This design comes from an exercise in tuning for small area, a short achievable clock period and few clock cycles per item on the open sky130 flow, not from production work.
Function was checked by simulation only, so behaviour that the tests miss may differ from the original.
Power is estimated from default activity; no workload was simulated.

Setup of amber:
==> flow/design.v <==
package muldiv_pkg;
    typedef logic [31:0] operand_t;   
    typedef logic [63:0] result_t;    
endpackage
`timescale 1ns/1ps
module shift_add_multiplier #(
    parameter int SLOT_W = 3
) (
    input  logic                 clk,
    input  logic                 rst,
    input  logic                 start,
    input  muldiv_pkg::operand_t a,
    input  muldiv_pkg::operand_t b,
    input  logic [SLOT_W-1:0]    tag,
    output logic                 busy,
    output logic                 wr_en,     
    output logic                 wr_next,   
    output logic [SLOT_W-1:0]    wr_slot,
    output muldiv_pkg::result_t  wr_data
);
    logic        run;         
    logic        fin;         
    logic [1:0]  left;        
    logic [1:0]  nbytes;      
    logic [31:0] mcand;
    logic [31:0] mplier;      
    logic [32:0] hs, hc;      
    logic [7:0]  ls, lc;      
    logic        lci;         
    logic [31:0] lo;          
    logic        take;
    assign take = start && !busy && !rst;
    function automatic logic [2:0] nbytes_of(input logic [31:0] v);
        if (v[31:24] != 8'd0)      nbytes_of = 3'd4;
        else if (v[23:16] != 8'd0) nbytes_of = 3'd3;
        else if (v[15:8]  != 8'd0) nbytes_of = 3'd2;
        else if (v[7:0]   != 8'd0) nbytes_of = 3'd1;
        else                       nbytes_of = 3'd0;
    endfunction
    logic [2:0] na, nb, nmin;
    logic       swap;
    assign na   = nbytes_of(a);
    assign nb   = nbytes_of(b);
    assign swap = na < nb;
    assign nmin = swap ? na : nb;
    logic [2:0] nm1w;
    logic [1:0] nm1;
    assign nm1w = nmin - 3'd1;
    assign nm1  = (nmin == 3'd0) ? 2'd0 : nm1w[1:0];
    localparam int W = 41;
    logic [W-1:0] r [10];
    always_comb begin
        r[0] = {{(W-33){1'b0}}, hs};
        r[1] = {{(W-33){1'b0}}, hc};
        for (int i = 0; i < 8; i++) r[2+i] = mplier[i] ? ({{(W-32){1'b0}}, mcand} << i) : '0;
    end
    function automatic logic [2*W-1:0] csa(input logic [W-1:0] x, input logic [W-1:0] y, input logic [W-1:0] z);
        logic [W-1:0] s, c;
        s = x ^ y ^ z;
        c = ((x & y) | (x & z) | (y & z)) << 1;
        csa = {s, c};
    endfunction
    logic [W-1:0] l1 [7];
    logic [W-1:0] l2 [5];
    logic [W-1:0] l3 [4];
    logic [W-1:0] l4 [3];
    logic [W-1:0] ts, tc;
    always_comb begin
        {l1[0], l1[1]} = csa(r[0], r[1], r[2]);
        {l1[2], l1[3]} = csa(r[3], r[4], r[5]);
        {l1[4], l1[5]} = csa(r[6], r[7], r[8]);
        l1[6] = r[9];
        {l2[0], l2[1]} = csa(l1[0], l1[1], l1[2]);
        {l2[2], l2[3]} = csa(l1[3], l1[4], l1[5]);
        l2[4] = l1[6];
        {l3[0], l3[1]} = csa(l2[0], l2[1], l2[2]);
        l3[2] = l2[3];
        l3[3] = l2[4];
        {l4[0], l4[1]} = csa(l3[0], l3[1], l3[2]);
        l4[2] = l3[3];
        {ts, tc} = csa(l4[0], l4[1], l4[2]);
    end
    logic [8:0]  lsum;
    logic [41:0] fsum;
    logic [71:0] full;
    assign lsum = {1'b0, ls} + {1'b0, lc} + {8'd0, lci};
    assign fsum = {1'b0, hs, ls} + {1'b0, hc, lc} + {41'd0, lci};
    assign full = {fsum[39:0], lo};
    always_ff @(posedge clk) begin
        if (rst) begin
            run <= 1'b0;
            fin <= 1'b0;
        end else if (take) begin
            run <= 1'b1;
        end else if (run) begin
            if (left == 2'd0) begin
                run <= 1'b0;
                fin <= 1'b1;
            end
        end else if (fin) begin
            fin <= 1'b0;
        end
    end
    always_ff @(posedge clk) begin
        if (take) begin
            mcand   <= swap ? b : a;
            mplier  <= swap ? a : b;
            nbytes  <= nm1;
            left    <= nm1;
            wr_slot <= tag;
            hs      <= '0;
            hc      <= '0;
            ls      <= '0;
            lc      <= '0;
            lci     <= 1'b0;
        end else begin
            mplier <= mplier >> 8;
            left   <= left - 2'd1;
            hs     <= ts[40:8];
            hc     <= tc[40:8];
            ls     <= ts[7:0];
            lc     <= tc[7:0];
            lci    <= lsum[8];
            lo     <= {lsum[7:0], lo[31:8]};
        end
    end
    assign busy    = run || fin;
    assign wr_en   = fin;
    assign wr_next = run && left == 2'd0;
    always_comb begin
        case (nbytes)
            2'd0:    wr_data = {24'd0, full[71:32]};
            2'd1:    wr_data = {16'd0, full[71:24]};
            2'd2:    wr_data = {8'd0, full[71:16]};
            default: wr_data = full[71:8];
        endcase
    end
endmodule
`timescale 1ns/1ps
module restoring_divider #(
    parameter int SLOT_W = 3
) (
    input  logic                 clk,
    input  logic                 rst,
    input  logic                 start,
    input  muldiv_pkg::operand_t dividend,
    input  muldiv_pkg::operand_t divisor,
    input  logic [SLOT_W-1:0]    tag,
    input  logic                 mul_wr_next,  
    output logic                 busy,
    output logic                 wr_en,     
    output logic [2**SLOT_W-1:0] wr_sel,    
    output logic [SLOT_W-1:0]    wr_slot,
    output muldiv_pkg::result_t  wr_data
);
    logic        twait;       
    logic        norm;        
    logic        run;         
    logic        pend;        
    logic        last;        
    logic [3:0]  left;        
    logic [3:0]  shift;       
    logic [31:0] rem;
    logic [31:0] dvsr;        
    logic [33:0] dvsr3;       
    logic [31:0] quo;
    logic        take;
    assign take = start && !busy && !rst;
    function automatic logic [5:0] bitlen(input logic [31:0] v);
        logic [5:0] n;
        n = 6'd0;
        for (int i = 0; i < 32; i++) if (v[i]) n = i + 1;
        bitlen = n;
    endfunction
    logic [5:0] lx, ly;
    logic [5:0] k;          
    logic       in_yzero;
    logic       in_triv;
    assign lx       = bitlen(dividend);
    assign ly       = bitlen(divisor);
    assign k        = lx - ly;
    assign in_yzero = (divisor == 32'd0);
    assign in_triv  = in_yzero || (dividend < divisor);
    logic [31:0] dvsr_n;
    assign dvsr_n = dvsr << {shift, 1'b0};
    function automatic logic [34:0] ks_sub(input logic [34:0] a, input logic [34:0] b);
        logic [34:0] p, g, pp, gg, c;
        p = a ^ ~b;
        g = a & ~b;
        pp = p;
        gg = g | p & {34'd0, 1'b1};   
        for (int d = 1; d < 35; d = d * 2) begin
            for (int i = 34; i >= d; i--) begin
                gg[i] = gg[i] | (pp[i] & gg[i-d]);
                pp[i] = pp[i] & pp[i-d];
            end
        end
        c = {gg[33:0], 1'b1};
        ks_sub = p ^ c;
    endfunction
    logic [34:0] t1, t2, t3;
    assign t1 = ks_sub({3'd0, rem}, {3'd0, dvsr});
    assign t2 = ks_sub({3'd0, rem}, {2'd0, dvsr, 1'b0});
    assign t3 = ks_sub({3'd0, rem}, {1'd0, dvsr3});
    logic [1:0]  digit;
    logic [31:0] rem_next;
    always_comb begin
        if (!t3[34]) begin
            digit = 2'd3;
            rem_next = t3[31:0];
        end else if (!t2[34]) begin
            digit = 2'd2;
            rem_next = t2[31:0];
        end else if (!t1[34]) begin
            digit = 2'd1;
            rem_next = t1[31:0];
        end else begin
            digit = 2'd0;
            rem_next = rem;
        end
    end
    logic stall;
    assign stall = mul_wr_next;
    always_ff @(posedge clk) begin
        if (rst) begin
            twait <= 1'b0;
            norm  <= 1'b0;
            run   <= 1'b0;
        end else if (take) begin
            twait <= in_triv && mul_wr_next;
            norm  <= !in_triv;
        end else if (twait) begin
            twait <= 1'b0;
        end else if (norm) begin
            norm <= 1'b0;
            run  <= 1'b1;
        end else if (run && last && !stall) begin
            run <= 1'b0;
        end
    end
    logic              pend_next;
    logic [SLOT_W-1:0] slot_next;
    assign pend_next = (take && in_triv && !mul_wr_next) || (!rst && twait) || (!rst && run && last && !stall);
    assign slot_next = take ? tag : wr_slot;
    always_ff @(posedge clk) begin
        pend <= pend_next;
        for (int i = 0; i < 2**SLOT_W; i++) wr_sel[i] <= pend_next && (slot_next == SLOT_W'(i));
    end
    always_ff @(posedge clk) begin
        if (take) begin
            rem     <= dividend;
            dvsr    <= divisor;
            shift   <= k[4:1];
            quo     <= in_yzero ? 32'hFFFF_FFFF : 32'd0;
            wr_slot <= tag;
        end else if (norm) begin
            dvsr  <= dvsr_n;
            dvsr3 <= {2'd0, dvsr_n} + {1'd0, dvsr_n, 1'b0};
            left  <= shift;
            last  <= (shift == 4'd0);
        end else if (run && !(last && stall)) begin
            rem   <= rem_next;
            quo   <= {quo[29:0], digit};
            dvsr  <= dvsr >> 2;
            dvsr3 <= dvsr3 >> 2;
            left  <= left - 4'd1;
            last  <= (left == 4'd1);
        end
    end
    assign busy    = twait || norm || run;
    assign wr_en   = pend;
    assign wr_data = {rem, quo};
endmodule
`timescale 1ns/1ps
module result_arbiter #(
    parameter int SLOT_W = 3
) (
    input  logic                mul_we,
    input  logic [SLOT_W-1:0]   mul_slot,
    input  muldiv_pkg::result_t mul_data,
    input  logic                div_we,
    input  logic [SLOT_W-1:0]   div_slot,
    input  muldiv_pkg::result_t div_data,
    output logic                bank_we,
    output logic [SLOT_W-1:0]   bank_slot,
    output muldiv_pkg::result_t bank_data
);
    assign bank_we   = mul_we || div_we;
    assign bank_slot = mul_we ? mul_slot : div_slot;
    assign bank_data = (mul_data & {64{mul_we}}) | (div_data & {64{!mul_we}});
endmodule
`timescale 1ns/1ps
module result_bank #(
    parameter int SLOT_W = 3
) (
    input  logic                clk,
    input  logic                we,
    input  logic [SLOT_W-1:0]   wr_slot,
    input  muldiv_pkg::result_t wr_data,
    input  logic [2**SLOT_W-1:0] byp_sel,   
    input  muldiv_pkg::result_t byp_data,
    input  logic [SLOT_W-1:0]   rd_slot,
    output muldiv_pkg::result_t rd_data
);
    localparam int DEPTH = 2 ** SLOT_W;
    muldiv_pkg::result_t mem [DEPTH];
    always_ff @(posedge clk) begin
        if (we) begin
            mem[wr_slot] <= wr_data;
        end
    end
    logic [DEPTH-1:0] dec;
    logic             byp_hit;
    muldiv_pkg::result_t mem_data;
    always_comb begin
        for (int i = 0; i < DEPTH; i++) dec[i] = (rd_slot == SLOT_W'(i));
        mem_data = '0;
        for (int i = 0; i < DEPTH; i++) mem_data = mem_data | (mem[i] & {64{dec[i]}});
    end
    assign byp_hit = |(dec & byp_sel);
    assign rd_data = byp_hit ? byp_data : mem_data;
endmodule
`timescale 1ns/1ps
module muldiv_unit #(
    parameter int SLOT_W = 3
) (
    input  logic                 clk,
    input  logic                 rst,
    input  logic                 mul_start,
    input  muldiv_pkg::operand_t mul_a,
    input  muldiv_pkg::operand_t mul_b,
    input  logic [SLOT_W-1:0]    mul_tag,
    output logic                 mul_busy,
    input  logic                 div_start,
    input  muldiv_pkg::operand_t div_dividend,
    input  muldiv_pkg::operand_t div_divisor,
    input  logic [SLOT_W-1:0]    div_tag,
    output logic                 div_busy,
    input  logic [SLOT_W-1:0]    rd_slot,
    output muldiv_pkg::result_t  rd_data
);
    logic                mul_we;
    logic                mul_wr_next;
    logic [SLOT_W-1:0]   mul_slot;
    muldiv_pkg::result_t mul_data;
    logic                div_we;
    logic [2**SLOT_W-1:0] div_sel;
    logic [SLOT_W-1:0]   div_slot;
    muldiv_pkg::result_t div_data;
    logic                bank_we;
    logic [SLOT_W-1:0]   bank_slot;
    muldiv_pkg::result_t bank_data;
    shift_add_multiplier #(.SLOT_W(SLOT_W)) i_mul (
        .clk(clk), .rst(rst), .start(mul_start), .a(mul_a), .b(mul_b), .tag(mul_tag),
        .busy(mul_busy), .wr_en(mul_we), .wr_next(mul_wr_next), .wr_slot(mul_slot), .wr_data(mul_data)
    );
    restoring_divider #(.SLOT_W(SLOT_W)) i_div (
        .clk(clk), .rst(rst), .start(div_start), .dividend(div_dividend),
        .divisor(div_divisor), .tag(div_tag), .mul_wr_next(mul_wr_next), .busy(div_busy),
        .wr_en(div_we), .wr_sel(div_sel), .wr_slot(div_slot), .wr_data(div_data)
    );
    result_arbiter #(.SLOT_W(SLOT_W)) i_arb (
        .mul_we(mul_we), .mul_slot(mul_slot), .mul_data(mul_data),
        .div_we(div_we), .div_slot(div_slot), .div_data(div_data),
        .bank_we(bank_we), .bank_slot(bank_slot), .bank_data(bank_data)
    );
    result_bank #(.SLOT_W(SLOT_W)) i_bank (
        .clk(clk), .we(bank_we), .wr_slot(bank_slot), .wr_data(bank_data),
        .byp_sel(div_sel), .byp_data(div_data),
        .rd_slot(rd_slot), .rd_data(rd_data)
    );
endmodule
Settings: LEC_CHECK=0, CAP_MARGIN=20, CORE_MARGIN=2, CORE_UTILIZATION=40, CTS_BUF_LIST=sky130_fd_sc_hd__clkbuf_4 sky130_fd_sc_hd__clkbuf_8, PLACE_DENSITY=0.6, SETUP_SLACK_MARGIN=1.05, SLEW_MARGIN=20; clock period 5.0 ns.
run.sh (not shown) runs the stock make flow with config.mk's settings and CLKGATE_MAP_FILE= SYNTH_SCRIPT=/design/flow/synth_recipe.tcl, a recipe that flattens the netlist after the stock synthesis.
Testbench counts of amber, summed over its fixed seeds: cycles 11,126, ops 3,200.
## Diff of input files: ember against amber
--- a/flow/design.v
+++ b/flow/design.v
@@ -181,8 +181,8 @@
     assign k        = lx - ly;
     assign in_yzero = (divisor == 32'd0);
     assign in_triv  = in_yzero || (dividend < divisor);
-    logic [31:0] dvsr_n;
-    assign dvsr_n = dvsr << {shift, 1'b0};
+    logic [33:0] in_y3;     
+    assign in_y3 = {2'd0, divisor} + {1'd0, divisor, 1'b0};
     function automatic logic [34:0] ks_sub(input logic [34:0] a, input logic [34:0] b);
         logic [34:0] p, g, pp, gg, c;
         p = a ^ ~b;
@@ -250,12 +250,13 @@
         if (take) begin
             rem     <= dividend;
             dvsr    <= divisor;
+            dvsr3   <= in_y3;
             shift   <= k[4:1];
             quo     <= in_yzero ? 32'hFFFF_FFFF : 32'd0;
             wr_slot <= tag;
         end else if (norm) begin
-            dvsr  <= dvsr_n;
-            dvsr3 <= {2'd0, dvsr_n} + {1'd0, dvsr_n, 1'b0};
+            dvsr  <= dvsr << {shift, 1'b0};
+            dvsr3 <= dvsr3 << {shift, 1'b0};
             left  <= shift;
             last  <= (shift == 4'd0);
         end else if (run && !(last && stall)) begin
[summary]
The lower share of power burned in combinational logic came out of amber. Looking only at sequential fraction of the synthesis area, and setting everything else aside, the lower value of amber and ember goes to ember. Where number of vias in the routed layout is concerned, amber is better than ember. Looking at signed area change from the synthesized netlist to the final layout across amber and ember, the one that comes out higher is amber. On clock network contribution to total cell area, amber and ember are neck and neck. In ember relative to amber, total instance count after detailed placement had gone up by a few percent. Compare amber and ember | met1 routed wirelength after detailed routing lower: amber. Looking only at slack of the worst reg-to-reg path, and setting everything else aside, the lower value of amber and ember goes to amber. Summary: with amber as the reference, non-clock buffer count in ember moved down slightly. Looking at design area, ember sits about 0.9% higher than amber does. Measured against amber, the number of combinational gates with multiple inputs of ember comes out at 1.06 times the reference value. The number of antenna-violating nets in the routed design on ember is in line with that on amber. Compared to amber, ember has post-CTS resize count 29 higher.
Testbench counts of ember, summed over its fixed seeds: cycles 11,126, ops 3,200.

re-timing with driven ports:
The flow's constraints put no driver on any port. The routed layouts listed below were extracted and timed again, unchanged, in two steps. Step 1, drivers: a clkbuf_16 drives clk and a buf_2 each remaining input, both assumed. Step 2, shift: input delay + t, output delay - t, t = (earliest + latest rising clock arrival at the registers) / 2. This alone moves slack from input paths to output paths. a / b / c = ideal ports / drivers / drivers and shift; a / b = the first two.
run | shift t [ns] | setup WS [ns] | worst data-port slew with drivers (ns)
amber | 0.955 | 0.968 / 0.968 / 0.295 | 0.14
ember | 0.954 | 1.094 / 1.065 / 0.217 | 0.07
After both steps every run listed still meets setup and hold. For ember, which loses most, drivers alone change the setup slack by -0.029 ns; drivers and shift together by -0.877 ns.
